Background: an optimization exercise with open tools, aiming at small area, a short achievable clock period and few clock cycles. Do not read the settings as production practice.
In this exercise RTL edits were held to simulation tests only and were not proved equivalent to the original.

==> flow/design.v, too long to show whole: its modules and the start of the top module <==
// module conv_core: 99 lines
// module mac_g0: 710 lines
// module mac_g1: 268 lines
// module zsum: 145 lines
// module ip_mod_conv: 324 lines
module ip_mod_conv
#(
  parameter int DATAWIDTH = 32,
  parameter int SIZE_X    = 32,
  parameter int SIZE_Y    = 32,
  parameter int SIZE_Z    = 64,
  parameter logic [31:0] IP_ID_VAL = 32'h1000500C
) (
  input  logic                 clk,
  input  logic                 rst_a,
  input  logic                 en_s,
  input  logic [DATAWIDTH-1:0] data_in,
  output logic [DATAWIDTH-1:0] data_out,
  input  logic                 write,
  input  logic                 read,
  input  logic                 start,
  input  logic [4:0]           conf_dbus,
  output logic                 int_req
);
  // ...
==> flow/flow/run.sh <==
#!/bin/bash
# Standard layout (the standard.sh: standard synthesis, floorplan, place,
# CTS, route, finish), with the timing repair after CTS and global routing
# aiming at a setup slack of SETUP_SLACK_MARGIN ns at the design's clock.
set -euo pipefail
bash standard.sh SETUP_SLACK_MARGIN=6 finish > flow_make.log 2>&1
==> flow/standard.sh <==
#!/bin/bash
# synth_recipe.tcl (not shown) runs the flow's synth.tcl, then flattens the netlist and writes it again
# the make line also repeats each setting of config.mk as NAME=value (left out here)
make -C /OpenROAD-flow-scripts/flow DESIGN_CONFIG=/design/flow/config.mk WORK_HOME=/design/flow/orfs CLKGATE_MAP_FILE= SYNTH_SCRIPT=/design/flow/synth_recipe.tcl "${@:-finish}"
==> flow/config.mk <==
export PLATFORM = sky130hd
export DESIGN_NAME = ip_mod_conv
export DESIGN_NICKNAME = ip_mod_conv
export VERILOG_FILES = /design/flow/design.v
export SDC_FILE = /design/flow/constraint.sdc
export NUM_CORES = 4
export LEC_CHECK = 0
export CAP_MARGIN = 20
export CORE_MARGIN = 2
export CORE_UTILIZATION = 45
export PLACE_DENSITY = 0.6
export SETUP_SLACK_MARGIN = 5
export SLEW_MARGIN = 20
==> flow/constraint.sdc <==
create_clock -name core_clock -period 10.0 [get_ports {clk}]
set_input_delay 2.0000 -clock core_clock [delete_from_list [all_inputs] [get_ports {clk}]]
set_output_delay 2.0000 -clock core_clock [all_outputs]
set_load 0.01 [all_outputs]
==> flow_summary.json, run 1 <==
{
  "clock.fmax_ghz": 0.2314,
  "design.die.area_um2": 684800,
  "diodes": 40,
  "synthXorXnorAreaFrac": 0.07002,
  "place_area_um2": 317700,
  "status": "complete, no violations",
  "endpoint": "cp_je[5]",
  "cp.depth": 24,
  "yosysTopAreaCell": "edfxtp_1",
  "synth.area.mux_share": 0.09116,
  "reg2reg_to": "cp_je[5]",
  "grt_use_met2": 0.4502,
  "finalClockSkew_ns": 0.07997,
  "vias": 190400,
  "numPortBuffers": 75,
  "met3RoutedLength_mm": 132.4,
  "grt_pass1_vias": 190700,
  "viasPerCell": 6.249,
  "synth_compound_area_frac": 0.06915,
  "place_hpwl_mm": 599.9,
  "wl_met2_mm": 471.2,
  "row_count": 302,
  "syn_inst": 20720
}
Testbench counts, summed over its fixed seeds: cycles 10,722.
==> module conv_core, before the edit <==
module conv_core
#(
  parameter int NT = 8
) (
  input  logic             clk,
  input  logic             en,
  input  logic [NT*32-1:0] taps_in,    
  input  logic [31:0]      sample_in,  
  input  logic             first,      
  input  logic [31:0]      zold,       
  output logic [31:0]      z_wdata     
);
  logic [15:0] one_q, two_q, neg_q;
  logic [31:0] tap_q [NT];
  always_ff @(posedge clk) begin
    if (en) begin
      for (int r = 0; r < 16; r++) begin
        logic b2, b1, b0;
        b2 = sample_in[2*r+1];
        b1 = sample_in[2*r];
        b0 = (r == 0) ? 1'b0 : sample_in[2*r-1];
        one_q[r] <= b1 ^ b0;
        two_q[r] <= (b2 & ~b1 & ~b0) | (~b2 & b1 & b0);
        neg_q[r] <= b2 & ~(b1 & b0);
      end
      for (int i = 0; i < NT; i++) tap_q[i] <= taps_in[i*32 +: 32];
    end
  end
  logic [31:0] g0_s [NT];
  logic [31:0] g0_c [NT];
  logic [31:0] g0_sd [NT];
  logic [31:0] g0_cd [NT];
  logic [15:0] g1_s [NT];
  logic [15:0] g1_c [NT];
  logic [15:0] g1_sd [NT];
  logic [15:0] g1_cd [NT];
  for (genvar i = 0; i < NT; i++) begin : g_tap
    logic [31:0] s0_in, c0_in;
    logic [15:0] s1_in, c1_in;
    if (i == NT - 1) begin : g_end
      assign s0_in = '0;
      assign c0_in = '0;
      assign s1_in = '0;
      assign c1_in = '0;
    end else begin : g_mid
      assign s0_in = first ? '0 : g0_s[i+1];
      assign c0_in = first ? '0 : g0_c[i+1];
      assign s1_in = first ? '0 : g1_s[i+1];
      assign c1_in = first ? '0 : g1_c[i+1];
    end
    mac_g0 u_g0 (
      .h   (tap_q[i][31:0]),
      .one (one_q[7:0]),
      .two (two_q[7:0]),
      .neg (neg_q[7:0]),
      .cs  (s0_in),
      .cc  (c0_in),
      .os  (g0_sd[i]),
      .oc  (g0_cd[i])
    );
    mac_g1 u_g1 (
      .h   (tap_q[i][15:0]),
      .one (one_q[15:8]),
      .two (two_q[15:8]),
      .neg (neg_q[15:8]),
      .cs  (s1_in),
      .cc  (c1_in),
      .os  (g1_sd[i]),
      .oc  (g1_cd[i])
    );
  end
  always_ff @(posedge clk) begin
    if (en) begin
      for (int i = 0; i < NT; i++) begin
        g0_s[i] <= g0_sd[i];
        g0_c[i] <= g0_cd[i];
        g1_s[i] <= g1_sd[i];
        g1_c[i] <= g1_cd[i];
      end
    end
  end
  logic [31:0] zr_a, zr_b, zq_a, zq_b;
  zsum u_zsum (
    .s0  (g0_s[0]),
    .c0  (g0_c[0]),
    .s1  (g1_s[0]),
    .c1  (g1_c[0]),
    .za  (zold),
    .ra  (zr_a),
    .rb  (zr_b)
  );
  always_ff @(posedge clk) begin
    if (en) begin
      zq_a <= zr_a;
      zq_b <= zr_b;
    end
  end
  assign z_wdata = zq_a + zq_b;
endmodule
==> module ip_mod_conv, before the edit <==
module ip_mod_conv
#(
  parameter int DATAWIDTH = 32,
  parameter int SIZE_X    = 32,
  parameter int SIZE_Y    = 32,
  parameter int SIZE_Z    = 64,
  parameter logic [31:0] IP_ID_VAL = 32'h1000500C
) (
  input  logic                 clk,
  input  logic                 rst_a,
  input  logic                 en_s,
  input  logic [DATAWIDTH-1:0] data_in,
  output logic [DATAWIDTH-1:0] data_out,
  input  logic                 write,
  input  logic                 read,
  input  logic                 start,
  input  logic [4:0]           conf_dbus,
  output logic                 int_req
);
  localparam logic [4:0] CFG_X_MEM    = 5'd0;
  localparam logic [4:0] CFG_X_PTR    = 5'd1;
  localparam logic [4:0] CFG_Y_MEM    = 5'd2;
  localparam logic [4:0] CFG_Y_PTR    = 5'd3;
  localparam logic [4:0] CFG_Z_MEM    = 5'd4;
  localparam logic [4:0] CFG_Z_PTR    = 5'd5;
  localparam logic [4:0] CFG_CONF_MEM = 5'd6;
  localparam logic [4:0] CFG_STATUS   = 5'd30;
  localparam logic [4:0] CFG_IP_ID    = 5'd31;
  localparam int NT  = 8;           
  localparam int LNT = $clog2(NT);
  localparam int ZW  = 63;          
  localparam int PAD = NT + 2;
  logic [31:0] mem_x [32];
  logic [31:0] mem_y [32];
  logic [31:0] mem_z [ZW];
  logic [4:0]  ptr_x_reg;
  logic [4:0]  ptr_y_reg;
  logic [5:0]  ptr_z_reg;
  logic [10:0] conf_reg;
  logic        done_reg;
  logic [7:0]  mask_reg;
  logic        busy_reg;
  logic [5:0]  zlen_reg;
  logic wr_x, wr_y, wr_conf, wr_status;
  logic rd_x, rd_y, rd_z;
  always_comb begin
    wr_x      = write && (conf_dbus == CFG_X_MEM);
    wr_y      = write && (conf_dbus == CFG_Y_MEM);
    wr_conf   = write && (conf_dbus == CFG_CONF_MEM);
    wr_status = write && (conf_dbus == CFG_STATUS);
    rd_x      = read  && (conf_dbus == CFG_X_MEM);
    rd_y      = read  && (conf_dbus == CFG_Y_MEM);
    rd_z      = read  && (conf_dbus == CFG_Z_MEM);
  end
  logic [5:0] nx, ny;
  logic       shape;
  logic [4:0] off;
  always_comb begin
    nx    = (conf_reg[4:0] == 5'd0) ? 6'd32 : {1'b0, conf_reg[4:0]};
    ny    = (conf_reg[9:5] == 5'd0) ? 6'd32 : {1'b0, conf_reg[9:5]};
    shape = conf_reg[10];
    off   = shape ? 5'd0 : ny[5:1];
  end
  logic       issuing;
  logic       pend;                
  logic [5:0] pass_reg;            
  logic [6:0] j_reg;
  logic       conf_wr_d;           
  logic [5:0] bn;                  
  logic [6:0]    pa_t, pa_jlo, pa_a;
  logic [7:0]    pa_b;             
  logic          pa_last, pa_b0;
  logic [5:0]    pa_zb;            
  logic [NT-1:0] pa_tv;
  always_ff @(posedge clk) begin
    if (en_s) begin
      logic [6:0] rem, t;
      logic signed [7:0] d;
      rem = {1'b0, nx} - {1'b0, bn};
      t   = (rem >= 7'(NT)) ? 7'(NT) : rem;
      d   = $signed({3'b0, off}) - $signed({2'b0, bn});
      pa_t    <= t;
      pa_jlo  <= (d < 0) ? 7'd0 : d[6:0];
      pa_a    <= {1'b0, ny} + t - 7'd2;
      pa_b    <= {3'b0, off} + {2'b0, nx} - 8'd1 - {2'b0, bn};
      pa_last <= (rem <= 7'(NT));
      pa_b0   <= (bn == 6'd0);
      pa_zb   <= bn - {1'b0, off};
      for (int i = 0; i < NT; i++) pa_tv[i] <= (7'(i) < rem);
    end
  end
  logic [6:0] pb_jhi, pb_js, pb_je;
  always_comb begin
    logic signed [7:0] e;
    pb_jhi = (shape || $signed({1'b0, pa_a}) <= $signed(pa_b)) ? pa_a : pa_b[6:0];
    e      = $signed({1'b0, pa_jlo}) - $signed({1'b0, pa_t}) + 8'sd1;
    pb_js  = (e < 0) ? 7'd0 : e[6:0];
    pb_je  = (!pa_last && (pb_js + 7'(PAD) > pb_jhi)) ? pb_js + 7'(PAD) : pb_jhi;
  end
  logic [6:0]    cp_jlo, cp_jhi, cp_je;
  logic          cp_last, cp_b0, cp_first;
  logic [5:0]    cp_zb;
  logic [NT-1:0] cp_tv;
  logic start_go, load_pass, last_j;
  assign start_go  = start && !busy_reg;
  assign last_j    = (j_reg == cp_je);
  assign load_pass = (start_go && !conf_wr_d) || pend || (issuing && last_j && !cp_last);
  always_ff @(posedge clk or negedge rst_a) begin
    if (!rst_a) begin
      issuing   <= 1'b0;
      pend      <= 1'b0;
      pass_reg  <= '0;
      j_reg     <= '0;
      conf_wr_d <= 1'b0;
      cp_jlo    <= '0;
      cp_jhi    <= '0;
      cp_je     <= '0;
      cp_last   <= 1'b0;
      cp_b0     <= 1'b0;
      cp_first  <= 1'b0;
      cp_zb     <= '0;
      cp_tv     <= '0;
      bn        <= '0;
    end else if (en_s) begin
      conf_wr_d <= wr_conf;
      pend      <= start_go && conf_wr_d;
      if (load_pass) begin
        cp_jlo   <= pa_jlo;
        cp_jhi   <= pb_jhi;
        cp_je    <= pb_je;
        cp_last  <= pa_last;
        cp_b0    <= pa_b0;
        cp_zb    <= pa_zb;
        cp_tv    <= pa_tv;
        cp_first <= 1'b1;
        j_reg    <= pb_js;
        pass_reg <= bn;
        bn       <= bn + 6'(NT);
        issuing  <= 1'b1;
      end else if (issuing) begin
        cp_first <= 1'b0;
        j_reg    <= j_reg + 7'd1;
        if (last_j) begin
          issuing <= 1'b0;
          bn      <= 6'd0;
        end
      end
    end
  end
  logic        iss_out, iss_init, iss_last, iss_sv;
  logic [5:0]  iss_zaddr;
  always_comb begin
    iss_out   = issuing && (j_reg >= cp_jlo) && (j_reg <= cp_jhi);
    iss_init  = cp_b0 || ({1'b0, j_reg} >= {2'b0, ny} - 8'd1);
    iss_last  = issuing && cp_last && last_j;
    iss_sv    = ({1'b0, j_reg} < {2'b0, ny});
    iss_zaddr = j_reg[5:0] + cp_zb;
  end
  logic [4:0]  y_addr;
  logic [31:0] y_rd;
  logic [5:0]  z_addr;
  logic [4-LNT:0] x_grp;
  logic [31:0] x_rd;
  logic [31:0] z_rd;
  logic [5:0]  s1_zaddr;
  logic [6:0] j_nx;
  logic [4:0] ptr_x_nx, ptr_y_nx;
  logic [5:0] pass_nx;
  logic [5:0] ptr_z_nx;
  logic       busy_nx;
  always_comb begin
    j_nx = j_reg;
    if (load_pass)    j_nx = pb_js;
    else if (issuing) j_nx = j_reg + 7'd1;
    pass_nx = load_pass ? bn : pass_reg;
    ptr_x_nx = ptr_x_reg;
    if (write && conf_dbus == CFG_X_PTR) ptr_x_nx = data_in[4:0];
    else if (wr_x || rd_x)               ptr_x_nx = ptr_x_reg + 5'd1;
    ptr_y_nx = ptr_y_reg;
    if (write && conf_dbus == CFG_Y_PTR) ptr_y_nx = data_in[4:0];
    else if (wr_y || rd_y)               ptr_y_nx = ptr_y_reg + 5'd1;
    ptr_z_nx = ptr_z_reg;
    if (write && conf_dbus == CFG_Z_PTR) ptr_z_nx = data_in[5:0];
    else if (rd_z)                       ptr_z_nx = ptr_z_reg + 6'd1;
    busy_nx = start_go || (busy_reg && !done_set);
  end
  always_ff @(posedge clk or negedge rst_a) begin
    if (!rst_a) begin
      y_addr <= '0;
      z_addr <= '0;
      x_grp  <= '0;
    end else if (en_s) begin
      x_grp  <= busy_nx ? pass_nx[4:LNT] : ptr_x_nx[4:LNT];
      y_addr <= busy_nx ? j_nx[4:0] : ptr_y_nx;
      z_addr <= busy_nx ? iss_zaddr : ptr_z_nx;
    end
  end
  assign y_rd   = mem_y[y_addr];
  assign z_rd   = (z_addr == 6'd63) ? 32'd0 : mem_z[z_addr];
  logic        s1_first, s1_out, s1_init, s1_last;
  logic        s2_out, s2_last;
  logic [5:0]  s2_zaddr;
  logic        s3_out, s3_last;
  logic [5:0]  s3_zaddr;
  logic [31:0] zold_reg;
  always_ff @(posedge clk or negedge rst_a) begin
    if (!rst_a) begin
      s1_first <= 1'b0; s1_out <= 1'b0; s1_init <= 1'b0; s1_last <= 1'b0;
      s2_out <= 1'b0; s2_last <= 1'b0;
      s3_out <= 1'b0; s3_last <= 1'b0;
      s1_zaddr <= '0; s2_zaddr <= '0; s3_zaddr <= '0;
    end else if (en_s) begin
      s1_first <= cp_first;
      s1_out   <= iss_out;
      s1_init  <= iss_init;
      s1_last  <= iss_last;
      s1_zaddr <= iss_zaddr;
      s2_out <= s1_out; s2_last <= s1_last; s2_zaddr <= s1_zaddr;
      s3_out <= s2_out; s3_last <= s2_last; s3_zaddr <= s2_zaddr;
    end
  end
  always_ff @(posedge clk) begin
    if (en_s) zold_reg <= s1_init ? 32'd0 : z_rd;
  end
  logic [NT*32-1:0] x_words;
  logic [NT*32-1:0] taps;
  always_comb begin
    for (int i = 0; i < NT; i++) begin
      x_words[i*32 +: 32] = mem_x[{x_grp, LNT'(i)}];
      taps[i*32 +: 32]    = cp_tv[i] ? x_words[i*32 +: 32] : 32'd0;
    end
  end
  assign x_rd = x_words[ptr_x_reg[LNT-1:0]*32 +: 32];
  logic [31:0] z_wdata;
  conv_core #(.NT(NT)) u_core (
    .clk       (clk),
    .en        (en_s),
    .taps_in   (taps),
    .sample_in (iss_sv ? y_rd : 32'd0),
    .first     (s1_first),
    .zold      (zold_reg),
    .z_wdata   (z_wdata)
  );
  always_ff @(posedge clk) begin
    if (en_s && wr_x) mem_x[ptr_x_reg] <= data_in;
  end
  always_ff @(posedge clk) begin
    if (en_s && wr_y) mem_y[ptr_y_reg] <= data_in;
  end
  always_ff @(posedge clk) begin
    if (en_s && s3_out) mem_z[s3_zaddr] <= z_wdata;
  end
  always_ff @(posedge clk or negedge rst_a) begin
    if (!rst_a) begin
      ptr_x_reg <= '0;
      ptr_y_reg <= '0;
      ptr_z_reg <= '0;
    end else if (en_s) begin
      if (write && conf_dbus == CFG_X_PTR) ptr_x_reg <= data_in[4:0];
      else if (wr_x || rd_x)               ptr_x_reg <= ptr_x_reg + 5'd1;
      if (write && conf_dbus == CFG_Y_PTR) ptr_y_reg <= data_in[4:0];
      else if (wr_y || rd_y)               ptr_y_reg <= ptr_y_reg + 5'd1;
      if (write && conf_dbus == CFG_Z_PTR) ptr_z_reg <= data_in[5:0];
      else if (rd_z)                       ptr_z_reg <= ptr_z_reg + 6'd1;
    end
  end
  logic done_set;
  assign done_set = s2_last;
  always_ff @(posedge clk or negedge rst_a) begin
    if (!rst_a) begin
      conf_reg <= '0;
      done_reg <= 1'b0;
      mask_reg <= '0;
      busy_reg <= 1'b0;
      zlen_reg <= '0;
    end else if (en_s) begin
      if (wr_conf)   conf_reg <= data_in[10:0];
      if (wr_status) mask_reg <= data_in[23:16];
      done_reg <= done_set | (done_reg & ~(wr_status & data_in[0]));
      if (start_go) begin
        busy_reg <= 1'b1;
        zlen_reg <= shape ? 6'(nx + ny - 6'd1) : nx;
      end else if (done_set) begin
        busy_reg <= 1'b0;
      end
    end
  end
  logic int_req_reg;
  always_ff @(posedge clk or negedge rst_a) begin
    if (!rst_a) begin
      int_req_reg <= 1'b1;
    end else if (en_s) begin
      int_req_reg <= ~((done_set | (done_reg & ~(wr_status & data_in[0]))) &
                       (wr_status ? data_in[16] : mask_reg[0]));
    end
  end
  assign int_req = int_req_reg;
  logic [31:0] status_word;
  always_comb begin
    status_word        = '0;
    status_word[0]     = done_reg;
    status_word[8]     = busy_reg;
    status_word[23:16] = mask_reg;
  end
  always_ff @(posedge clk or negedge rst_a) begin
    if (!rst_a) begin
      data_out <= '0;
    end else if (en_s && read) begin
      case (conf_dbus)
        CFG_X_MEM:    data_out <= x_rd;
        CFG_X_PTR:    data_out <= {27'd0, ptr_x_reg};
        CFG_Y_MEM:    data_out <= y_rd;
        CFG_Y_PTR:    data_out <= {27'd0, ptr_y_reg};
        CFG_Z_MEM:    data_out <= (ptr_z_reg >= zlen_reg) ? 32'd0 :
                                  (s3_out && ptr_z_reg == s3_zaddr) ? z_wdata : z_rd;
        CFG_Z_PTR:    data_out <= {26'd0, ptr_z_reg};
        CFG_CONF_MEM: data_out <= {21'd0, conf_reg};
        CFG_STATUS:   data_out <= status_word;
        CFG_IP_ID:    data_out <= IP_ID_VAL;
        default:      data_out <= '0;
      endcase
    end
  end
endmodule
==> inputs of run 2 (changes only) <==
--- a/flow/design.v
+++ b/flow/design.v
@@ -11,17 +11,24 @@
   output logic [31:0]      z_wdata     
 );
   logic [15:0] one_q, two_q, neg_q;
+  logic [15:0] one_n, two_n, neg_n;
   logic [31:0] tap_q [NT];
   always_ff @(posedge clk) begin
     if (en) begin
       for (int r = 0; r < 16; r++) begin
-        logic b2, b1, b0;
+        logic b2, b1, b0, d1, d2, dn;
         b2 = sample_in[2*r+1];
         b1 = sample_in[2*r];
         b0 = (r == 0) ? 1'b0 : sample_in[2*r-1];
-        one_q[r] <= b1 ^ b0;
-        two_q[r] <= (b2 & ~b1 & ~b0) | (~b2 & b1 & b0);
-        neg_q[r] <= b2 & ~(b1 & b0);
+        d1 = b1 ^ b0;
+        d2 = (b2 & ~b1 & ~b0) | (~b2 & b1 & b0);
+        dn = b2 & ~(b1 & b0);
+        one_q[r] <= d1;
+        two_q[r] <= d2;
+        neg_q[r] <= dn;
+        one_n[r] <= ~d1;
+        two_n[r] <= ~d2;
+        neg_n[r] <= ~dn;
       end
       for (int i = 0; i < NT; i++) tap_q[i] <= taps_in[i*32 +: 32];
     end
@@ -48,11 +55,15 @@
       assign s1_in = first ? '0 : g1_s[i+1];
       assign c1_in = first ? '0 : g1_c[i+1];
     end
+    logic [15:0] one_i, two_i, neg_i;
+    assign one_i = (i < NT / 2) ? one_q : ~one_n;
+    assign two_i = (i < NT / 2) ? two_q : ~two_n;
+    assign neg_i = (i < NT / 2) ? neg_q : ~neg_n;
     mac_g0 u_g0 (
       .h   (tap_q[i][31:0]),
-      .one (one_q[7:0]),
-      .two (two_q[7:0]),
-      .neg (neg_q[7:0]),
+      .one (one_i[7:0]),
+      .two (two_i[7:0]),
+      .neg (neg_i[7:0]),
       .cs  (s0_in),
       .cc  (c0_in),
       .os  (g0_sd[i]),
@@ -60,9 +71,9 @@
     );
     mac_g1 u_g1 (
       .h   (tap_q[i][15:0]),
-      .one (one_q[15:8]),
-      .two (two_q[15:8]),
-      .neg (neg_q[15:8]),
+      .one (one_i[15:8]),
+      .two (two_i[15:8]),
+      .neg (neg_i[15:8]),
       .cs  (s1_in),
       .cc  (c1_in),
       .os  (g1_sd[i]),
@@ -1287,7 +1298,9 @@
   logic       pend;                
   logic [5:0] pass_reg;            
   logic [6:0] j_reg;
-  logic       conf_wr_d;           
+  logic       cw1, cw2;            
+  logic       fresh;               
+  assign fresh = !cw1 && !cw2;
   logic [5:0] bn;                  
   logic [6:0]    pa_t, pa_jlo, pa_a;
   logic [7:0]    pa_b;             
@@ -1311,14 +1324,24 @@
       for (int i = 0; i < NT; i++) pa_tv[i] <= (7'(i) < rem);
     end
   end
-  logic [6:0] pb_jhi, pb_js, pb_je;
-  always_comb begin
-    logic signed [7:0] e;
-    pb_jhi = (shape || $signed({1'b0, pa_a}) <= $signed(pa_b)) ? pa_a : pa_b[6:0];
-    e      = $signed({1'b0, pa_jlo}) - $signed({1'b0, pa_t}) + 8'sd1;
-    pb_js  = (e < 0) ? 7'd0 : e[6:0];
-    pb_je  = (!pa_last && (pb_js + 7'(PAD) > pb_jhi)) ? pb_js + 7'(PAD) : pb_jhi;
+  logic [6:0]    pb_jhi, pb_js, pb_jlo, pb_je;
+  logic          pb_last, pb_b0;
+  logic [5:0]    pb_zb;
+  logic [NT-1:0] pb_tv;
+  always_ff @(posedge clk) begin
+    if (en_s) begin
+      logic signed [7:0] e;
+      e       = $signed({1'b0, pa_jlo}) - $signed({1'b0, pa_t}) + 8'sd1;
+      pb_jhi  <= (shape || $signed({1'b0, pa_a}) <= $signed(pa_b)) ? pa_a : pa_b[6:0];
+      pb_js   <= (e < 0) ? 7'd0 : e[6:0];
+      pb_jlo  <= pa_jlo;
+      pb_last <= pa_last;
+      pb_b0   <= pa_b0;
+      pb_zb   <= pa_zb;
+      pb_tv   <= pa_tv;
+    end
   end
+  assign pb_je = (!pb_last && (pb_js + 7'(PAD) > pb_jhi)) ? pb_js + 7'(PAD) : pb_jhi;
   logic [6:0]    cp_jlo, cp_jhi, cp_je;
   logic          cp_last, cp_b0, cp_first;
   logic [5:0]    cp_zb;
@@ -1326,14 +1349,15 @@
   logic start_go, load_pass, last_j;
   assign start_go  = start && !busy_reg;
   assign last_j    = (j_reg == cp_je);
-  assign load_pass = (start_go && !conf_wr_d) || pend || (issuing && last_j && !cp_last);
+  assign load_pass = ((start_go || pend) && fresh) || (issuing && last_j && !cp_last);
   always_ff @(posedge clk or negedge rst_a) begin
     if (!rst_a) begin
       issuing   <= 1'b0;
       pend      <= 1'b0;
       pass_reg  <= '0;
       j_reg     <= '0;
-      conf_wr_d <= 1'b0;
+      cw1       <= 1'b0;
+      cw2       <= 1'b0;
       cp_jlo    <= '0;
       cp_jhi    <= '0;
       cp_je     <= '0;
@@ -1344,16 +1368,17 @@
       cp_tv     <= '0;
       bn        <= '0;
     end else if (en_s) begin
-      conf_wr_d <= wr_conf;
-      pend      <= start_go && conf_wr_d;
+      cw1       <= wr_conf;
+      cw2       <= cw1;
+      pend      <= (start_go || pend) && !fresh;
       if (load_pass) begin
-        cp_jlo   <= pa_jlo;
+        cp_jlo   <= pb_jlo;
         cp_jhi   <= pb_jhi;
         cp_je    <= pb_je;
-        cp_last  <= pa_last;
-        cp_b0    <= pa_b0;
-        cp_zb    <= pa_zb;
-        cp_tv    <= pa_tv;
+        cp_last  <= pb_last;
+        cp_b0    <= pb_b0;
+        cp_zb    <= pb_zb;
+        cp_tv    <= pb_tv;
         cp_first <= 1'b1;
         j_reg    <= pb_js;
         pass_reg <= bn;
==> flow/flow/run.sh (replaced) <==
#!/bin/bash
# Standard layout (the standard.sh: standard synthesis, floorplan, place,
# CTS, route, finish) with:
#  - timing repair after CTS and global routing aiming at a setup slack of
#    SETUP_SLACK_MARGIN ns at the design's clock,
#  - ports buffered with buf_4 instead of the default delay-cell buffer,
#  - clock sinks clustered by up to 30 per leaf buffer.
set -euo pipefail
bash standard.sh \
  SETUP_SLACK_MARGIN=6.3 \
  "BUFFER_PORTS_ARGS=-buffer_cell sky130_fd_sc_hd__buf_4" \
  CTS_CLUSTER_SIZE=30 \
  finish > flow_make.log 2>&1
==> run 2 against run 1 <==
Non-clock buffer count up 171. First-iteration DRC count up 7.0%. Clock skew up 0.054 ns. Critical path type unchanged. Highest routed layer unchanged.
==> flow_summary.json, run 2 <==
{
  "critPathRequiredTime_ns": 10.87,
  "ys_ff_latch": 5524,
  "design.die.area_um2": 689400,
  "cts_tree": "built",
  "design_area_um2": 362100,
  "yosysMostFrequentCell": "edfxtp_1",
  "largest_reg_flops": 2016,
  "top_regs": "mem_z (2016), mem_x (1024), mem_y (1024)",
  "ctsHoldBuffers": 0,
  "row_count": 303,
  "reg2reg_to": "u_core.g0_c[6][15]",
  "dp_cells": 28970,
  "dp_slack_ns": 4.406,
  "drtIter0Drc": 27670,
  "setup_ws_ns": 5.912,
  "nNetsFinal": 23940,
  "hold_ws_ns": 0.3854,
  "async_flop_share": 0.03041,
  "regMostFlops": "mem_z",
  "crit_type": "flip-flop to flip-flop",
  "yosys_warnings": 16,
  "cp_max_fo": 6,
  "routed_wl_mm": 1059,
  "worst_ep_arrival_time_ns": 4.96,
  "yosysTopAreaCell": "edfxtp_1",
  "final_hold_viol_count": 0,
  "coreArea_um2": 680500,
  "hold_path_startpoint": "pa_tv[2]",
  "synth_top_area_frac": 0.5235,
  "root_buffer": "clkbuf_16",
  "viasPerCell": 6.213,
  "finalMaxSlewViolations": 0,
  "grt_use_total": 0.2978,
  "numCtsBuffers": 598,
  "yosys-top-cells-count": "edfxtp_1, inv_1, fa_1",
  "grt_pass1_vias": 192200,
  "ant_nets": 0,
  "multiInputGateArea_um2": 136100,
  "wire_per_inst_um": 34.30,
  "cts_sinks": 5524,
  "slew_headroom": 0.1665,
  "reg2reg_from": "u_core.two_n[2]",
  "dr.pass1.iters": 9,
  "status": "complete, no violations",
  "reg2reg_slack_ns": 5.91,
  "synth_area_leaders": "edfxtp_1, fa_1, mux4_2",
  "gp_congestion": 0.8835,
  "vias": 191700,
  "synth-main-ff-cell": "edfxtp_1",
  "finalClockSkew_ns": 0.1337,
  "clk_path_buf_depth": 4,
  "startpoint_type": "flip-flop",
  "syn_inst": 20860,
  "fin_util": 0.5320,
  "fp.dieW_um": 830.3,
  "worstHoldEndpoint": "pb_tv[2]",
  "endpoint_kind": "flip-flop",
  "grt_pass1_wl_mm": 1471,
  "syn_area_um2": 307200,
  "fillers": 54720,
  "synth_seq_area_share": 0.5372,
  "min_path_type": "flip-flop to flip-flop",
  "clkTransAtPathRegs_ns": 0.06,
  "clock.fmax_ghz": 0.2446,
  "areaGrowthSynthToFinish_pct": 17.84,
  "io_pins": 76,
  "grt_overflow": 0,
  "synth-edff-count": 5356,
  "antenna_found_initial": 63,
  "final_cell_mix": "edfxtp_1, inv_1, xnor2_1",
  "fin_cells": 30860,
  "insertion_delay_ns": 1.15,
  "die_h_um": 830.3,
  "regArea_um2": 165100,
  "synth_cell_types": 87,
  "layout-drive-gt1-share": 0.2509,
  "route.detailed.drc": 0,
  "period_share": 0.4088,
  "min_period_ns": 4.088,
  "whs_path_depth": 0,
  "tightest_slew_ns": 1.250,
  "rsz0062_at_grt": "true",
  "grt_max_degree": 155,
  "layout_commonest_cell": "edfxtp_1",
  "htree_levels": 6,
  "place_area_um2": 321600,
  "reg2reg_depth": 15,
  "start_util": 0.4515,
  "avgSynthCellArea_um2": 14.73,
  "numPortBuffers": 75,
  "place_hpwl_mm": 608.3,
  "cap_viol_max_count": 0,
  "setup_viol": 0,
  "tns_ns": 0
}
run 2: layout make-up:
| type | instances | area share |
|---|---|---|
| sequential | 5524 | 0.4561 |
| multi-input combinational | 11380 | 0.3760 |
| inverter | 2395 | 0.02551 |
| antenna | 42 | 0.0002903 |
| clock buffer | 741 | 0.04331 |
| clock inverter | 345 | 0.01028 |
| tap | 8997 | 0.03109 |
| timing repair inverter | 7 | 0.0001832 |
| timing repair buffer | 1426 | 0.05728 |
run 2: how the worst max path moves through the flow:
| stage | to | startpoint | slack [ns] | depth (start not counted) |
|---|---|---|---|---|
| after floorplan | mem_z[8][0] | en_s | 5.64 | 5 |
| after global placement | mem_z[56][5] | en_s | 4.42 | 6 |
| after detailed placement | mem_z[56][7] | en_s | 4.41 | 6 |
| after CTS | data_out[14] | z_addr[1] | 5.90 | 9 |
| after global routing | u_core.g0_c[7][29] | u_core.two_n[2] | 5.83 | 13 |
| final | u_core.g0_c[6][15] | u_core.two_n[2] | 5.91 | 15 |
run 2: timing repair:
item                                    4_1_cts  5_1_grt
cloned                                      170       38
pin swaps                                   670      593
endpoints found under the setup margin     4090     1322
resized for setup                          1687      835
setup buffers                               374      160
run 2: critical path, cell delays in order (launching register included):
cell	delay, ns
edfxtp_1	0.42
buf_12	0.17
buf_16	0.16
buf_12	0.14
buf_16	0.14
buf_12	0.13
o22ai_4	0.15
xnor2_2	0.15
fa_1	0.47
fa_2	0.55
inv_2	0.04
fa_2	0.33
inv_2	0.07
fa_1	0.41
inv_1	0.08
fa_2	0.43
run 2: kinds of logic after synthesis:
| kind of cell | synth area share |
|---|---|
| buffers and inverters | 0.05055 |
| other | 0.00002444 |
| muxes | 0.09205 |
| and+or+nand+nor | 0.03488 |
| DFF | 0.5372 |
| xor gates and xnor gates | 0.07007 |
| AOI/OAI and AO/OA | 0.06262 |
| adders and majority gates | 0.1527 |
run 2: routing by layer:
layer / track usage / wire length [um] / up-vias
met5: 0 / 460 / -
met1: 0.4167 / 413400 / 101700
li1: - / - / 75980
met4: 0.1174 / 48740 / 30
met3: 0.08121 / 123200 / 2199
met2: 0.4453 / 472600 / 11820
Testbench counts of run 2, summed over its fixed seeds: cycles 10,818.
==> inputs of run 3 (changes only) <==
--- a/flow/design.v
+++ b/flow/design.v
@@ -90,7 +90,10 @@
       end
     end
   end
-  logic [31:0] zr_a, zr_b, zq_a, zq_b;
+  logic [31:0] zr_a, zr_b;
+  logic [16:0] lo_sum;
+  logic [15:0] zq_lo, zq_ah, zq_bh;
+  logic        zq_c;
   zsum u_zsum (
     .s0  (g0_s[0]),
     .c0  (g0_c[0]),
@@ -100,13 +103,16 @@
     .ra  (zr_a),
     .rb  (zr_b)
   );
+  assign lo_sum = {1'b0, zr_a[15:0]} + {1'b0, zr_b[15:0]};
   always_ff @(posedge clk) begin
     if (en) begin
-      zq_a <= zr_a;
-      zq_b <= zr_b;
+      zq_lo <= lo_sum[15:0];
+      zq_c  <= lo_sum[16];
+      zq_ah <= zr_a[31:16];
+      zq_bh <= zr_b[31:16];
     end
   end
-  assign z_wdata = zq_a + zq_b;
+  assign z_wdata = {zq_ah + zq_bh + {15'd0, zq_c}, zq_lo};
 endmodule
 module mac_g0 (
   input  logic [31:0] h,
@@ -1406,6 +1412,8 @@
   logic [4:0]  y_addr;
   logic [31:0] y_rd;
   logic [5:0]  z_addr;
+  logic [5:0]  z_addr_n;          
+  logic        zok_r, zfw_r;      
   logic [4-LNT:0] x_grp;
   logic [31:0] x_rd;
   logic [31:0] z_rd;
@@ -1415,6 +1423,7 @@
   logic [5:0] pass_nx;
   logic [5:0] ptr_z_nx;
   logic       busy_nx;
+  logic [5:0] zlen_nx;
   always_comb begin
     j_nx = j_reg;
     if (load_pass)    j_nx = pb_js;
@@ -1430,21 +1439,29 @@
     if (write && conf_dbus == CFG_Z_PTR) ptr_z_nx = data_in[5:0];
     else if (rd_z)                       ptr_z_nx = ptr_z_reg + 6'd1;
     busy_nx = start_go || (busy_reg && !done_set);
+    zlen_nx = start_go ? (shape ? 6'(nx + ny - 6'd1) : nx) : zlen_reg;
   end
   always_ff @(posedge clk or negedge rst_a) begin
     if (!rst_a) begin
-      y_addr <= '0;
-      z_addr <= '0;
-      x_grp  <= '0;
+      y_addr   <= '0;
+      z_addr   <= '0;
+      z_addr_n <= '1;
+      x_grp    <= '0;
+      zok_r    <= 1'b0;
+      zfw_r    <= 1'b0;
     end else if (en_s) begin
-      x_grp  <= busy_nx ? pass_nx[4:LNT] : ptr_x_nx[4:LNT];
-      y_addr <= busy_nx ? j_nx[4:0] : ptr_y_nx;
-      z_addr <= busy_nx ? iss_zaddr : ptr_z_nx;
+      x_grp    <= busy_nx ? pass_nx[4:LNT] : ptr_x_nx[4:LNT];
+      y_addr   <= busy_nx ? j_nx[4:0] : ptr_y_nx;
+      z_addr   <= busy_nx ? iss_zaddr : ptr_z_nx;
+      z_addr_n <= ~(busy_nx ? iss_zaddr : ptr_z_nx);
+      zok_r    <= (ptr_z_nx < zlen_nx);
+      zfw_r    <= s2_out && (ptr_z_nx == s2_zaddr);
     end
   end
-  assign y_rd   = mem_y[y_addr];
-  assign z_rd   = (z_addr == 6'd63) ? 32'd0 : mem_z[z_addr];
-  logic        s1_first, s1_out, s1_init, s1_last;
+  assign y_rd          = mem_y[y_addr];
+  assign z_rd[15:0]    = mem_z[z_addr][15:0];
+  assign z_rd[31:16]   = mem_z[~z_addr_n][31:16];
+  logic        s1_first, s1_out, s1_zkill, s1_last;
   logic        s2_out, s2_last;
   logic [5:0]  s2_zaddr;
   logic        s3_out, s3_last;
@@ -1452,14 +1469,14 @@
   logic [31:0] zold_reg;
   always_ff @(posedge clk or negedge rst_a) begin
     if (!rst_a) begin
-      s1_first <= 1'b0; s1_out <= 1'b0; s1_init <= 1'b0; s1_last <= 1'b0;
+      s1_first <= 1'b0; s1_out <= 1'b0; s1_zkill <= 1'b0; s1_last <= 1'b0;
       s2_out <= 1'b0; s2_last <= 1'b0;
       s3_out <= 1'b0; s3_last <= 1'b0;
       s1_zaddr <= '0; s2_zaddr <= '0; s3_zaddr <= '0;
     end else if (en_s) begin
       s1_first <= cp_first;
       s1_out   <= iss_out;
-      s1_init  <= iss_init;
+      s1_zkill <= iss_init || (iss_zaddr == 6'd63);
       s1_last  <= iss_last;
       s1_zaddr <= iss_zaddr;
       s2_out <= s1_out; s2_last <= s1_last; s2_zaddr <= s1_zaddr;
@@ -1467,7 +1484,7 @@
     end
   end
   always_ff @(posedge clk) begin
-    if (en_s) zold_reg <= s1_init ? 32'd0 : z_rd;
+    if (en_s) zold_reg <= s1_zkill ? 32'd0 : z_rd;
   end
   logic [NT*32-1:0] x_words;
   logic [NT*32-1:0] taps;
@@ -1558,8 +1575,7 @@
         CFG_X_PTR:    data_out <= {27'd0, ptr_x_reg};
         CFG_Y_MEM:    data_out <= y_rd;
         CFG_Y_PTR:    data_out <= {27'd0, ptr_y_reg};
-        CFG_Z_MEM:    data_out <= (ptr_z_reg >= zlen_reg) ? 32'd0 :
-                                  (s3_out && ptr_z_reg == s3_zaddr) ? z_wdata : z_rd;
+        CFG_Z_MEM:    data_out <= !zok_r ? 32'd0 : zfw_r ? z_wdata : z_rd;
         CFG_Z_PTR:    data_out <= {26'd0, ptr_z_reg};
         CFG_CONF_MEM: data_out <= {21'd0, conf_reg};
         CFG_STATUS:   data_out <= status_word;
==> flow/flow/run.sh (replaced) <==
#!/bin/bash
# Standard layout (the standard.sh: standard synthesis, floorplan, place,
# CTS, route, finish) with:
#  - timing repair after CTS and global routing aiming at a setup slack of
#    SETUP_SLACK_MARGIN ns at the design's clock, on the worst
#    TNS_END_PERCENT % of the endpoints,
#  - ports buffered with buf_4 instead of the default delay-cell buffer,
#  - up to 10 antenna repair passes after detailed routing.
set -euo pipefail
bash standard.sh \
  SETUP_SLACK_MARGIN=6.1 \
  TNS_END_PERCENT=20 \
  "BUFFER_PORTS_ARGS=-buffer_cell sky130_fd_sc_hd__buf_4" \
  MAX_REPAIR_ANTENNAS_ITER_DRT=10 \
  finish > flow_make.log 2>&1
==> run 3 against run 2 <==
Now fails the layout checks on capacitance limit, slew limit. Clock skew shrank 0.066 ns. Non-clock buffer count shrank 376. Synthesized area shrank 0.17%. First-iteration DRC count shrank 8.8%. Fmax shrank 4.0%. Die area shrank 0.17%. Global-route usage shrank 0.38 points. Clock-buffer cell count grew 21. Critical path depth shrank 8. Design area shrank 4.2%. Highest routed layer unchanged.
==> flow_summary.json, run 3 <==
{
  "multiInputGateArea_um2": 129400,
  "period_share": 0.4260,
  "vias": 188400,
  "dr.pass1.iters": 8,
  "route.detailed.drc": 0,
  "regArea_um2": 164900,
  "grt_overflow": 0,
  "grt_use_total": 0.2941,
  "htree_levels": 6,
  "layout_commonest_cell": "edfxtp_1",
  "yosysMostFrequentCell": "edfxtp_1",
  "grt_util_met1": 0.3975,
  "tightest_slew_ns": 1.499,
  "io_pins": 76,
  "yosys_warnings": 16,
  "layout-drive-gt1-share": 0.1726,
  "ant_nets": 0,
  "synth-main-ff-cell": "edfxtp_1",
  "syn_inst": 20770,
  "cp_slowest_cell": "nor2_4",
  "fillers": 56640,
  "final_hold_viol_count": 0,
  "final_cell_mix": "edfxtp_1, inv_1, fa_1",
  "path_cells": "buf_16, inv_1, buf_4, nor2_1, nand2_1, nor2_4, buf_4",
  "cts_sinks": 5517,
  "min_path_type": "flip-flop to flip-flop",
  "die_h_um": 829.6,
  "yosys-top-cells-count": "edfxtp_1, inv_1, fa_1",
  "routed_wl_mm": 1033,
  "max_stage_delay_ns": 0.74,
  "startpoint_type": "input pin",
  "tns_ns": 0,
  "synth_area_leaders": "edfxtp_1, fa_1, mux4_2",
  "hold_ws_ns": 0.4183,
  "finalClockSkew_ns": 0.06812,
  "status": "complete, but fails checks",
  "gp_congestion": 0.8835,
  "cap_viol_max_count": 1,
  "regMostFlops": "mem_z",
  "antenna_found_initial": 68,
  "synth_top_area_frac": 0.5229,
  "cts_tree": "built",
  "top_usage_layer": "met2",
  "min_period_ns": 4.260,
  "design.die.area_um2": 688200,
  "met3_usage": 0.07320,
  "clock.fmax_ghz": 0.2347,
  "largest_reg_flops": 2016,
  "viasPerCell": 6.192,
  "root_buffer": "clkbuf_16",
  "worst_ep_arrival_time_ns": 4.99,
  "endpoint_kind": "flip-flop",
  "nNetsFinal": 23500,
  "cp_max_fo": 25,
  "avgSynthCellArea_um2": 14.77,
  "row_count": 303,
  "rsz0062_at_grt": "true",
  "numCtsBuffers": 587,
  "slew_headroom": -0.002155,
  "start_util": 0.4510,
  "coreArea_um2": 680100,
  "drtIter0Drc": 25230,
  "async_flop_share": 0.03190,
  "grt_use_met2": 0.4535,
  "ys_ff_latch": 5517,
  "areaGrowthSynthToFinish_pct": 13.05,
  "finalMaxSlewViolations": 4,
  "crit_top_cell": "buf_4",
  "clkTransAtPathRegs_ns": 0.06,
  "grt_pass1_wl_mm": 1448,
  "setup_viol": 0,
  "wire_per_inst_um": 33.96,
  "check.faults": "capacitance limit, slew limit",
  "syn_area_um2": 306700,
  "insertion_delay_ns": 1.14,
  "place_hpwl_mm": 604.8,
  "fp.dieW_um": 829.6,
  "fin_util": 0.5098,
  "yosysTopAreaCell": "edfxtp_1",
  "critPathRequiredTime_ns": 10.73,
  "crit_type": "input pin to flip-flop",
  "synth_seq_area_share": 0.5373,
  "top_regs": "mem_z (2016), mem_x (1024), mem_y (1024)",
  "grt_pass1_vias": 190700,
  "ctsHoldBuffers": 0,
  "synth_cell_types": 92,
  "clk_path_buf_depth": 4,
  "grt_max_degree": 176,
  "synth-edff-count": 5341,
  "numPortBuffers": 75
}
[run 3: worst max-delay path, delay by kind of cell]
family        cells  cell delay (ns)
simple gates      3             1.73
buf+inv           4             1.01
[run 3: cell families (layout without fill, tap and decap cells)]
kind of cell | count (synthesis) | after routing | synth area share
buffers and inverters | 3952 | 4510 | 0.05042
other | 2 | 70 | 0.00002448
adders and majority gates | 2566 | 2566 | 0.1531
and+or+nand+nor | 2053 | 2075 | 0.03455
muxes | 1440 | 1440 | 0.09247
DFF | 5517 | 5517 | 0.5373
xor gates and xnor gates | 2453 | 2453 | 0.07004
AOI/OAI and AO/OA | 2788 | 2788 | 0.06212
[run 3: per-stage QoR]
step / cell area [um^2] / std cells / setup WS [ns]
after floorplan: 307700 / 20780 / 5.694
after global routing: 346600 / 30370 / 5.781
final: 346800 / 30420 / 5.740
after detailed placement: 318200 / 28870 / 4.388
after CTS: 345400 / 30280 / 5.764
after global placement: 318200 / 28860 / 4.489
[run 3: path summary, 6_finish.rpt]
kind | from | depth (start not counted) | to | slack, ns
max in group asynchronous | rst_a | 2 | z_addr[0] | 7.60
hold / removal | pa_tv[7] | 0 | pb_tv[7] | 0.42
hold reg to reg | pa_tv[7] | 0 | pb_tv[7] | 0.42
setup / recovery | en_s | 7 | mem_z[9][24] | 5.74
setup reg to reg | u_core.two_q[2] | 14 | u_core.g0_c[2][16] | 5.91
min in group asynchronous | rst_a | 1 | y_addr[3] | 0.91
[run 3: layout make-up]
class / count / share of cell area
clock buffers: 762 / 0.04563
clock inverters: 293 / 0.007538
diodes: 59 / 0.0004258
repair inverters: 6 / 0.0001732
well taps: 8997 / 0.03246
flip-flops and latches: 5517 / 0.4754
repair buffers: 1050 / 0.03886
inverters: 2399 / 0.02641
multi-input cells: 11330 / 0.3731
[run 3: per-layer routing]
layer  part of all wire  vias up
li1                   -    74910
met1               0.38    99610
met2               0.45    11480
met3               0.11     2320
met4              0.053       32
met5            0.00028        -
[run 3: what timing repair did]
item / in CTS / in global routing
buffers inserted: 237 / 54
endpoints found under the setup margin: 2087 / 1795
gates resized for setup: 767 / 67
gates cloned: 121 / 12
pin swaps: 272 / 34
Testbench counts of run 3, summed over its fixed seeds: cycles 10,818.
==> inputs of run 4 (changes only) <==
==> flow/flow/run.sh (replaced) <==
#!/bin/bash
# Standard layout (the standard.sh: standard synthesis, floorplan, place,
# CTS, route, finish) with:
#  - timing repair after CTS and global routing aiming at a setup slack of
#    SETUP_SLACK_MARGIN ns at the design's clock,
#  - ports buffered with buf_4 instead of the default delay-cell buffer,
#  - up to 10 antenna repair passes after detailed routing.
set -euo pipefail
bash standard.sh \
  SETUP_SLACK_MARGIN=6.3 \
  "BUFFER_PORTS_ARGS=-buffer_cell sky130_fd_sc_hd__buf_4" \
  MAX_REPAIR_ANTENNAS_ITER_DRT=10 \
  finish > flow_make.log 2>&1
==> run 4 against run 3 <==
The run now finishes clean. Sequential share of layout area down 1.8 points. Clock-buffer cell count decreased by 4. Critical path depth is 5 higher. First-iteration DRC count rose by 5.8%. Global-route usage is 1.1 points higher. Hold slack improved by 0.0019 ns. Via count increased by 1.8%. Die area unchanged. Non-clock buffer count increased by 335. Clock skew grew 0.018 ns.
==> flow_summary.json, run 4 <==
{
  "status": "complete, no violations",
  "dp_cells": 28870,
  "final_cell_mix": "edfxtp_1, inv_1, xnor2_1",
  "grt_use_total": 0.3054,
  "vias": 191800,
  "numPortBuffers": 75,
  "synth.area.mux_share": 0.09247,
  "clkTransAtPathRegs_ns": 0.06,
  "viasPerCell": 6.237,
  "yosysMostFrequentCell": "edfxtp_1",
  "clock.fmax_ghz": 0.2423,
  "yosys_warnings": 16,
  "ant_nets": 0,
  "endpoint_kind": "flip-flop",
  "drtIter0Drc": 26690,
  "design_area_um2": 360200,
  "largest_reg_flops": 2016,
  "io_pins": 76,
  "synth_fa_ha_area_frac": 0.1531,
  "startpoint_type": "flip-flop",
  "start_util": 0.4510,
  "place_area_um2": 320200,
  "root_buffer": "clkbuf_16",
  "slew_headroom": 0.1853,
  "grt_max_degree": 173,
  "path_cells": "buf_8, buf_16, a22oi_2, xor2_2, fa_1, fa_2, inv_1, fa_1, inv_1, fa_1, inv_2, fa_1",
  "synth_top_area_frac": 0.5229,
  "synth_compound_area_frac": 0.06212,
  "min_path_type": "flip-flop to flip-flop",
  "place_hpwl_mm": 605.3,
  "synthXorXnorAreaFrac": 0.07004,
  "areaGrowthSynthToFinish_pct": 17.42,
  "gp_congestion": 0.9039,
  "synth-edff-count": 5341,
  "reg2reg_slack_ns": 5.87,
  "synth_area_leaders": "edfxtp_1, fa_1, mux4_2",
  "ys_ff_latch": 5517,
  "antenna_found_initial": 84,
  "crit_type": "flip-flop to flip-flop",
  "die_h_um": 829.6,
  "critPathRequiredTime_ns": 10.79,
  "grt_pass1_vias": 192500,
  "ctsHoldBuffers": 0,
  "fp.dieW_um": 829.6,
  "synth-simple-area-share": 0.03455,
  "cp_num_buf_inv": 5,
  "syn_area_um2": 306700,
  "crit_top_cell": "fa_1",
  "finalClockSkew_ns": 0.08609,
  "setup_ws_ns": 5.874,
  "avgSynthCellArea_um2": 14.77,
  "coreArea_um2": 680100,
  "design.die.area_um2": 688200,
  "syn_inst": 20770,
  "cts_sinks": 5517,
  "numCtsBuffers": 589,
  "synth-main-ff-cell": "edfxtp_1",
  "nNetsFinal": 23850,
  "layout-drive-gt1-share": 0.2498,
  "insertion_delay_ns": 1.14,
  "cts_tree": "built",
  "rsz0062_at_grt": "true",
  "async_flop_share": 0.03190,
  "fin_cells": 30760,
  "period_share": 0.4126,
  "synth_seq_area_share": 0.5373,
  "setup_viol": 0,
  "cp_slowest_cell": "fa_2",
  "wire_per_inst_um": 35.42,
  "cp_max_fo": 7,
  "synth_cell_types": 92,
  "grt_overflow": 0,
  "tns_ns": 0,
  "crit_family": "adder cells",
  "dr.pass1.iters": 8,
  "layout_commonest_cell": "edfxtp_1",
  "final_hold_viol_count": 0,
  "tightest_slew_ns": 1.222,
  "finalMaxSlewViolations": 0,
  "yosysTopAreaCell": "edfxtp_1",
  "htree_levels": 6,
  "route.detailed.drc": 0,
  "cap_viol_max_count": 0,
  "dp_slack_ns": 4.365,
  "synth_top_family_by_area": "adder cells",
  "min_period_ns": 4.126,
  "grt_pass1_wl_mm": 1495,
  "max_stage_delay_ns": 0.57,
  "yosys-top-cells-count": "edfxtp_1, inv_1, fa_1",
  "regMostFlops": "mem_z",
  "clk_path_buf_depth": 4,
  "row_count": 303,
  "worst_ep_arrival_time_ns": 4.92,
  "routed_wl_mm": 1089,
  "top_regs": "mem_z (2016), mem_x (1024), mem_y (1024)"
}
==> run 4: cell count changes in the layout (fill, tap and decap cells not counted), moves of 173 or more <==
cell / change
inv_2: +229
fa_1: -468
xnor2_2: +173
fa_2: +468
inv_1: -252
o22ai_1: -216
xnor2_1: -180
==> run 4: cells by family (layout without fill, tap and decap cells) <==
kind of cell | count (synthesis) | count (layout)
AOI/OAI and AO/OA | 2788 | 2788
other | 2 | 68
and+or+nand+nor | 2053 | 2085
xor gates and xnor gates | 2453 | 2453
buffers and inverters | 3952 | 4842
muxes | 1440 | 1440
DFF | 5517 | 5517
adders and majority gates | 2566 | 2566
==> run 4: routing by layer <==
metal,wire length (um),GRT usage,up-vias
li1,-,-,75590
met5,316,0,-
met2,488000,0.4645,12180
met1,406000,0.4090,101400
met4,65280,0.1486,36
met3,129800,0.08252,2652
==> run 4: final timing paths <==
kind                                 start            endpoint  cells past startpoint
max in group asynchronous            rst_a           z_addr[1]                      3
setup reg to reg           u_core.one_q[1]  u_core.g0_c[3][24]                     12
setup / recovery           u_core.one_q[1]  u_core.g0_c[3][24]                     12
min in group asynchronous            rst_a        ptr_x_reg[2]                      1
hold / removal                    pa_tv[7]            pb_tv[7]                      0
hold reg to reg                   pa_tv[7]            pb_tv[7]                      0
==> run 4: worst reg2reg max path, delay by kind of cell (launching register included) <==
kind	cells	cell delay [ns]
adders and majority gates	5	2.31
DFF	1	0.47
AOI/OAI and AO/OA	1	0.23
buffers and inverters	5	0.61
xor gates and xnor gates	1	0.20
==> run 4: cell type report <==
cell class,instances,area (um^2)
Clock buffer,758,15770
Inverter,2399,9295
Timing Repair Buffer,1385,19700
Clock inverter,292,2719
Antenna cell,57,142.6
Multi-Input combinational cell,11340,136300
Sequential cell,5517,164900
Timing Repair inverter,8,91.34
Fill cell,55050,320000
Tap cell,8997,11260
==> run 4: stage by stage <==
stage	hold WS [ns]	util
2_1_floorplan	0.4003	-
3_3_place_gp	0.4024	0.4708
3_5_place_dp	0.4065	0.4708
4_1_cts	0.4209	0.5203
5_1_grt	0.4227	0.5294
6_report	0.4202	0.5296
==> run 4: repair_timing <==
action,4_1_cts,5_1_grt
gates resized for setup,1534,930
pin swaps,606,626
setup endpoints to repair,3397,2422
setup buffers,354,180
gates cloned,199,50

## afterwards: timing with drivers on the ports
No port has a modelled driver above. Below, the same layouts with a new extraction and two added sets of constraints.
Step 1 sets driving cells, clkbuf_16 on the clock port and buf_2 on the other inputs (assumed; they add their load-dependent delay and slew).
Step 2 also shifts input and output timing later by t, the mid clock arrival at the registers, as if the neighbouring blocks saw the same clock.
a / b / c = ideal / step 1 / step 2; a / b = the first two.
run	shift t [ns]	slack for setup (ns)	hold WS [ns]	latest minus earliest clock arrival (ns)
run 1	1.244	5.679 / 5.679 / 4.631	0.420 / 0.420 / 0.420	0.095 / 0.095
run 2	1.199	5.912 / 5.912 / 5.005	0.385 / 0.385 / 0.385	0.140 / 0.140
run 3	1.253	5.740 / 5.788 / 4.535	0.418 / 0.418 / 0.418	0.078 / 0.078
run 4	1.254	5.874 / 5.874 / 4.973	0.420 / 0.420 / 0.420	0.096 / 0.096
For run 3, which loses most, drivers alone change the setup slack by +0.048 ns; drivers and shift together by -1.205 ns.
